From an optimization exercise on the open Yosys and OpenROAD flow, aimed at small area; shortcuts taken in it are not production practice. Function was checked by simulation only, so behaviour that the tests miss may differ from the original. Power and IR drop assume default switching activity.

==> 05-10: inputs <==
// cw_reg_top
module cw_reg_top (
   input  logic                     usb_clk,
   input  logic                     reset_i,
   input  cw_reg_pkg::reg_addr_t    reg_address_i,
   input  cw_reg_pkg::reg_bytecnt_t reg_bytecnt_i,
   input  cw_reg_pkg::reg_byte_t    write_data_i,
   input  logic                     reg_write_i,
   input  logic                     reg_read_i,
   input  logic                     reg_addrvalid_i,
   output cw_reg_pkg::reg_byte_t    read_data_o,
   input  logic                     exttrigger_i,
   input  logic                     crypt_done_i,
   input  logic                     crypt_busy_i,
   input  crypt_pkg::text_t         crypt_textout_i,
   input  crypt_pkg::cipher_t       crypt_cipherout_i,
   output cw_reg_pkg::clksettings_t clksettings_o,
   output logic                     user_led_o,
   output crypt_pkg::key_t          crypt_key_o,
   output crypt_pkg::text_t         crypt_textin_o,
   output crypt_pkg::cipher_t       crypt_cipherin_o,
   output logic                     crypt_start_o
);
clock: 10.0 ns
lec_check: 0
cap_margin: 20
core_margin: 2
core_utilization: 60
slew_margin: 20
synth_hierarchical: 1
synth_minimum_keep_size: 0
standard.sh (not shown) runs the stock make flow with config.mk's settings and CLKGATE_MAP_FILE= SYNTH_SCRIPT=/design/flow/synth_recipe.tcl, a recipe that flattens the netlist after the stock synthesis.
==> flow/flow/run.sh <==
#!/bin/bash
# The standard layout with three changes that only affect area:
#  - port buffers are the smallest buffer (buf_1) instead of the default pick
#  - clock tree built from clkbuf_8 without dummy loads
#  - combinational cells put in their smallest drive before floorplanning
set -euo pipefail
here=$(pwd)
bash standard.sh \
  "PRE_FLOORPLAN_TCL=$here/flow/downsize.tcl" \
  "BUFFER_PORTS_ARGS=-buffer_cell sky130_fd_sc_hd__buf_1" \
  "CTS_ARGS=-sink_clustering_enable -repair_clock_nets -dont_use_dummy_load -buf_list sky130_fd_sc_hd__clkbuf_8 -sink_clustering_size 18 -sink_clustering_max_diameter 80" \
  finish > "$here/flow_make.log" 2>&1
==> flow/flow/downsize.tcl <==
# Area recovery before floorplanning: put every combinational cell in its
# smallest drive strength of the same function. The clock period is long,
# and the later repair steps size up whatever needs more drive.
set block [ord::get_db_block]
set db [ord::get_db]
set masters {}
foreach lib [$db getLibs] {
  foreach m [$lib getMasters] {
    dict set masters [$m getName] $m
  }
}
set n 0
foreach inst [$block getInsts] {
  set m [[$inst getMaster] getName]
  if { ![regexp {^(sky130_fd_sc_hd__)([a-z0-9]+)_([0-9]+)$} $m -> pre fn sz] } { continue }
  # leave flip-flops, latches, clock cells, tie and physical cells alone
  if { [regexp {^(df|edf|sdf|sedf|dl|clk|conb|tap|fill|decap|diode)} $fn] } { continue }
  foreach s {0 1 2} {
    if { $s >= $sz } { break }
    set cand "${pre}${fn}_${s}"
    if { [dict exists $masters $cand] } {
      replace_cell [$inst getName] $cand
      incr n
      break
    }
  }
}
puts "downsize: $n cells put in a smaller drive strength"
==> inputs of 06-16, as changes to 05-10 <==
--- a/flow/flow/run.sh
+++ b/flow/flow/run.sh
@@ -6,7 +6,7 @@
 set -euo pipefail
 here=$(pwd)
 bash standard.sh \
   "PRE_FLOORPLAN_TCL=$here/flow/downsize.tcl" \
   "BUFFER_PORTS_ARGS=-buffer_cell sky130_fd_sc_hd__buf_1" \
-  "CTS_ARGS=-sink_clustering_enable -repair_clock_nets -dont_use_dummy_load -buf_list sky130_fd_sc_hd__clkbuf_8 -sink_clustering_size 18 -sink_clustering_max_diameter 80" \
+  "CTS_ARGS=-sink_clustering_enable -repair_clock_nets -dont_use_dummy_load -buf_list sky130_fd_sc_hd__clkbuf_8 -sink_clustering_size 16 -sink_clustering_max_diameter 80" \
   finish > "$here/flow_make.log" 2>&1
--- a/flow/config.mk
+++ b/flow/config.mk
@@ -5,9 +5,9 @@
 export SDC_FILE = /design/flow/constraint.sdc
 export NUM_CORES = 4
 export LEC_CHECK = 0
 export CAP_MARGIN = 20
 export CORE_MARGIN = 2
-export CORE_UTILIZATION = 60
+export CORE_UTILIZATION = 70
 export SLEW_MARGIN = 20
 export SYNTH_HIERARCHICAL = 1
 export SYNTH_MINIMUM_KEEP_SIZE = 0
==> inputs of 07-15, as changes to 05-10 <==
--- a/flow/design.v
+++ b/flow/design.v
@@ -51,33 +51,27 @@
 module usb_reg_write (
    input  cw_reg_pkg::reg_addr_t    bus_address_i,
    input  logic                     bus_write_i,
    input  logic                     bus_read_i,
    input  logic                     bus_addrvalid_i,
-   output logic [5:0]               rd_o,          
-   output logic [10:4]              rd_n_o,        
+   output logic [5:0]               addr_o,        
+   output logic [10:4]              addr_n_o,      
    output logic [2:0]               wide_wr_n_o,   
-   output logic                     wr_clk_o,      
-   output logic                     wr_led_o,      
-   output logic                     wr_go_o        
+   output logic                     wr_o,          
+   output logic                     rd_o           
 );
    logic [10:0] hit;
-   logic        wr;
-   logic        rd;
-   assign wr = bus_write_i & bus_addrvalid_i;
-   assign rd = bus_read_i & bus_addrvalid_i;
+   assign wr_o = bus_write_i & bus_addrvalid_i;
+   assign rd_o = bus_read_i & bus_addrvalid_i;
    always_comb begin
       for (int a = 0; a < 11; a++)
          hit[a] = (bus_address_i == 8'(a));
-      rd_o   = {6{rd}} & hit[5:0];
-      rd_n_o = ~({7{rd}} & hit[10:4]);
+      addr_o   = hit[5:0];
+      addr_n_o = ~hit[10:4];
       for (int a = 0; a < 3; a++)
-         wide_wr_n_o[a] = ~(wr & hit[6 + a]);
+         wide_wr_n_o[a] = ~(wr_o & hit[6 + a]);
    end
-   assign wr_clk_o = wr & hit[0];
-   assign wr_led_o = wr & hit[1];
-   assign wr_go_o  = wr & hit[5];
 endmodule
 `default_nettype wire
 `timescale 1ns/1ps
 `default_nettype none
 module rb_aoi222 (
@@ -120,20 +114,21 @@
    input  logic a, b,
    output logic y
 );
    assign y = ~(a | b);
 endmodule
-module rb_nand2 (
-   input  logic a, b,
+module rb_outq (
+   input  logic a, b, en,
    output logic y
 );
-   assign y = ~(a & b);
+   assign y = en & ~(a & b);
 endmodule
 module rb_bit (
    input  logic [79:0] s,       
    input  logic [79:0] d,       
    input  logic        extra_n,
+   input  logic        rd,
    output logic        y
 );
    logic [27:0] t_n;    
    logic [6:0]  u;      
    logic [1:0]  v_n;
@@ -147,15 +142,16 @@
       rb_nand4 u_nand (.a(t_n[4*g]), .b(t_n[4*g+1]), .c(t_n[4*g+2]), .d(t_n[4*g+3]),
                        .y(u[g]));
    end
    rb_nor4 u_nor_a (.a(u[0]), .b(u[1]), .c(u[2]), .d(u[3]), .y(v_n[0]));
    rb_nor3 u_nor_b (.a(u[4]), .b(u[5]), .c(u[6]), .y(v_n[1]));
-   rb_nand2 u_out  (.a(v_n[0]), .b(v_n[1]), .y(y));
+   rb_outq u_out   (.a(v_n[0]), .b(v_n[1]), .en(rd), .y(y));
 endmodule
 module rb_bit_plain (
    input  logic [79:0] s,
    input  logic [79:0] d,
+   input  logic        rd,
    output logic        y
 );
    logic [26:0] t_n;
    logic [6:0]  u;
    logic [1:0]  v_n;
@@ -169,11 +165,11 @@
                        .y(u[g]));
    end
    rb_nand3 u_nand_last (.a(t_n[24]), .b(t_n[25]), .c(t_n[26]), .y(u[6]));
    rb_nor4 u_nor_a (.a(u[0]), .b(u[1]), .c(u[2]), .d(u[3]), .y(v_n[0]));
    rb_nor3 u_nor_b (.a(u[4]), .b(u[5]), .c(u[6]), .y(v_n[1]));
-   rb_nand2 u_out  (.a(v_n[0]), .b(v_n[1]), .y(y));
+   rb_outq u_out   (.a(v_n[0]), .b(v_n[1]), .en(rd), .y(y));
 endmodule
 `default_nettype wire
 `timescale 1ns/1ps
 `default_nettype none
 module cw_reg_top (
@@ -204,37 +200,36 @@
    crypt_pkg::text_t   textout_r;
    crypt_pkg::cipher_t cipherout_r;
    logic               done_r;
    cw_reg_pkg::clksettings_t clksettings_r;
    logic       user_led_r;
-   logic       start_r;       
+   logic       go_pulse;
    logic       trig_meta;
    logic       trig_sync;
    logic       trig_prev;
+   logic       trig_pulse;
    logic [2:0] busy_pipe;
    logic [15:0] byte_n;
-   logic [5:0]  rdsel;
-   logic [10:4] rdsel_n;
+   logic [5:0]  addr;
+   logic [10:4] addr_n;
    logic [2:0]  wide_wr_n;
-   logic        wr_clk;
-   logic        wr_led;
-   logic        wr_go;
+   logic        wr;
+   logic        rd;
    usb_byte_dec u_byte_dec (
       .bus_bytecnt_i   (reg_bytecnt_i),
       .byte_n_o        (byte_n)
    );
    usb_reg_write u_dec (
       .bus_address_i   (reg_address_i),
       .bus_write_i     (reg_write_i),
       .bus_read_i      (reg_read_i),
       .bus_addrvalid_i (reg_addrvalid_i),
-      .rd_o            (rdsel),
-      .rd_n_o          (rdsel_n),
+      .addr_o          (addr),
+      .addr_n_o        (addr_n),
       .wide_wr_n_o     (wide_wr_n),
-      .wr_clk_o        (wr_clk),
-      .wr_led_o        (wr_led),
-      .wr_go_o         (wr_go)
+      .wr_o            (wr),
+      .rd_o            (rd)
    );
    logic [2:0][15:0] load;
    for (genvar r = 0; r < 3; r++) begin : g_load_r
       for (genvar k = 0; k < 16; k++) begin : g_load_k
          rb_nor2 u_load (.a(wide_wr_n[r]), .b(byte_n[k]), .y(load[r][k]));
@@ -256,41 +251,43 @@
    end
    always_ff @(posedge usb_clk) begin
       if (reset_i) begin
          clksettings_r <= '0;
          user_led_r    <= 1'b0;
-         start_r       <= 1'b0;
+         go_pulse      <= 1'b0;
          trig_meta     <= 1'b0;
          trig_sync     <= 1'b0;
          trig_prev     <= 1'b0;
+         trig_pulse    <= 1'b0;
          busy_pipe     <= '0;
       end else begin
-         start_r <= wr_go | (trig_sync & ~trig_prev);
-         if (wr_clk) clksettings_r <= write_data_i[2:0];
-         if (wr_led) user_led_r    <= write_data_i[0];
+         go_pulse <= wr & addr[5];
+         if (wr & addr[0]) clksettings_r <= write_data_i[2:0];
+         if (wr & addr[1]) user_led_r    <= write_data_i[0];
          trig_meta  <= exttrigger_i;
          trig_sync  <= trig_meta;
          trig_prev  <= trig_sync;
+         trig_pulse <= trig_sync & ~trig_prev;
          busy_pipe  <= {busy_pipe[1:0], crypt_busy_i};
       end
    end
    assign clksettings_o = clksettings_r;
    assign user_led_o    = user_led_r;
-   assign crypt_start_o = start_r;
+   assign crypt_start_o = go_pulse | trig_pulse;
    logic [4:0][15:0] sel;
    for (genvar r = 0; r < 5; r++) begin : g_sel_r
       for (genvar k = 0; k < 16; k++) begin : g_sel_k
-         rb_nor2 u_sel (.a(rdsel_n[6+r]), .b(byte_n[k]), .y(sel[r][k]));
+         rb_nor2 u_sel (.a(addr_n[6+r]), .b(byte_n[k]), .y(sel[r][k]));
       end
    end
    logic [7:0] extra_n;
-   assign extra_n[0] = ~((rdsel[0] & clksettings_r[0]) | (rdsel[1] & user_led_r) | (rdsel[5] & busy_pipe[2]));
-   assign extra_n[1] = ~((rdsel[0] & clksettings_r[1]) | rdsel[2] | rdsel[4]);
-   assign extra_n[2] = ~((rdsel[0] & clksettings_r[2]) | rdsel[3] | rdsel[4]);
-   assign extra_n[3] = rdsel_n[4];
+   assign extra_n[0] = ~((addr[0] & clksettings_r[0]) | (addr[1] & user_led_r) | (addr[5] & busy_pipe[2]));
+   assign extra_n[1] = ~((addr[0] & clksettings_r[1]) | addr[2] | addr[4]);
+   assign extra_n[2] = ~((addr[0] & clksettings_r[2]) | addr[3] | addr[4]);
+   assign extra_n[3] = addr_n[4];
    assign extra_n[4] = 1'b1;
-   assign extra_n[5] = rdsel_n[4];
+   assign extra_n[5] = addr_n[4];
    assign extra_n[6] = 1'b1;
    assign extra_n[7] = 1'b1;
    for (genvar b = 0; b < 8; b++) begin : g_rd
       logic [79:0] s;
       logic [79:0] d;
@@ -305,13 +302,13 @@
          assign d[32 + k] = cipherin_r[8*k + b];
          assign d[48 + k] = textout_r[8*k + b];
          assign d[64 + k] = cipherout_r[8*k + b];
       end
       if (b == 4 || b == 6 || b == 7) begin : g_plain
-         rb_bit_plain u_bit (.s(s), .d(d), .y(read_data_o[b]));
+         rb_bit_plain u_bit (.s(s), .d(d), .rd(rd), .y(read_data_o[b]));
       end else begin : g_extra
-         rb_bit u_bit (.s(s), .d(d), .extra_n(extra_n[b]), .y(read_data_o[b]));
+         rb_bit u_bit (.s(s), .d(d), .extra_n(extra_n[b]), .rd(rd), .y(read_data_o[b]));
       end
    end
    assign crypt_key_o      = key_r;
    assign crypt_textin_o   = textin_r;
    assign crypt_cipherin_o = cipherin_r;
--- a/flow/flow/run.sh
+++ b/flow/flow/run.sh
@@ -6,7 +6,7 @@
 set -euo pipefail
 here=$(pwd)
 bash standard.sh \
   "PRE_FLOORPLAN_TCL=$here/flow/downsize.tcl" \
   "BUFFER_PORTS_ARGS=-buffer_cell sky130_fd_sc_hd__buf_1" \
-  "CTS_ARGS=-sink_clustering_enable -repair_clock_nets -dont_use_dummy_load -buf_list sky130_fd_sc_hd__clkbuf_8 -sink_clustering_size 18 -sink_clustering_max_diameter 80" \
+  "CTS_ARGS=-sink_clustering_enable -repair_clock_nets -dont_use_dummy_load -buf_list sky130_fd_sc_hd__clkbuf_16 -sink_clustering_size 40 -sink_clustering_max_diameter 60" \
   finish > "$here/flow_make.log" 2>&1
--- a/flow/config.mk
+++ b/flow/config.mk
@@ -5,9 +5,9 @@
 export SDC_FILE = /design/flow/constraint.sdc
 export NUM_CORES = 4
 export LEC_CHECK = 0
 export CAP_MARGIN = 20
 export CORE_MARGIN = 2
-export CORE_UTILIZATION = 60
+export CORE_UTILIZATION = 45
 export SLEW_MARGIN = 20
 export SYNTH_HIERARCHICAL = 1
 export SYNTH_MINIMUM_KEEP_SIZE = 0
==> summary.txt <==
- First-iteration DRC count: 07-15 is lower than 05-10 (16%).
- Between 05-10 and 07-15, the lower cell area is in 05-10 (gap about 2.5%, measured against 07-15).
- Against 07-15, the non-clock buffer count of 05-10 is lower by 3.
- Of 07-15 and 05-10, 05-10 has the higher via count (gap 1.4%, measured against 05-10).
- Area after synthesis is the same in 05-10 and 06-16.
- In 05-10 the worst hold slack is higher than in 07-15, by 59 ps.
- In 05-10 the clock power is lower than in 07-15, by 24%.
- 06-16 aborted during 3_2_place_iop. 05-10 completed with no timing, DRC or antenna violations. 07-15 completed without violations.
- In 05-10 the power is smaller than in 07-15, by 8.2%.
- Between 07-15 and 05-10, the lower routed wire length is in 05-10 (gap 3.2%, measured against 05-10).
- Between 05-10 and 07-15, the lower combinational power is in 05-10 (gap about 4%, measured against 07-15).

==> what the ideal ports hide <==
The results above use ideal ports. As a check the final layouts listed here were re-extracted and re-timed, cells and wires unchanged. Step 1 sets driving cells, clkbuf_16 on the clock port and buf_2 on the other inputs (assumed; they add their load-dependent delay and slew). Step 2 also shifts input and output timing later by t, the mid clock arrival at the registers, as if the neighbouring blocks saw the same clock. Slacks: ideal ports / drivers / drivers and shift; pairs: ideal ports / drivers.
| run | t (ns) | setup WS [ns] | slew at the worst register clock pin (ns) | cell pins on the clock port's net |
|---|---|---|---|---|
| 05-10 | 0.681 | 1.932 / 1.900 / 1.900 | 0.12 / 0.12 | 1 |
| 07-15 | 0.625 | 2.232 / 2.086 / 2.086 | 0.10 / 0.10 | 1 |
After both steps setup and hold are still met in every run listed. For 07-15, which loses most, drivers alone change the setup slack by -0.146 ns; drivers and shift together by -0.146 ns.
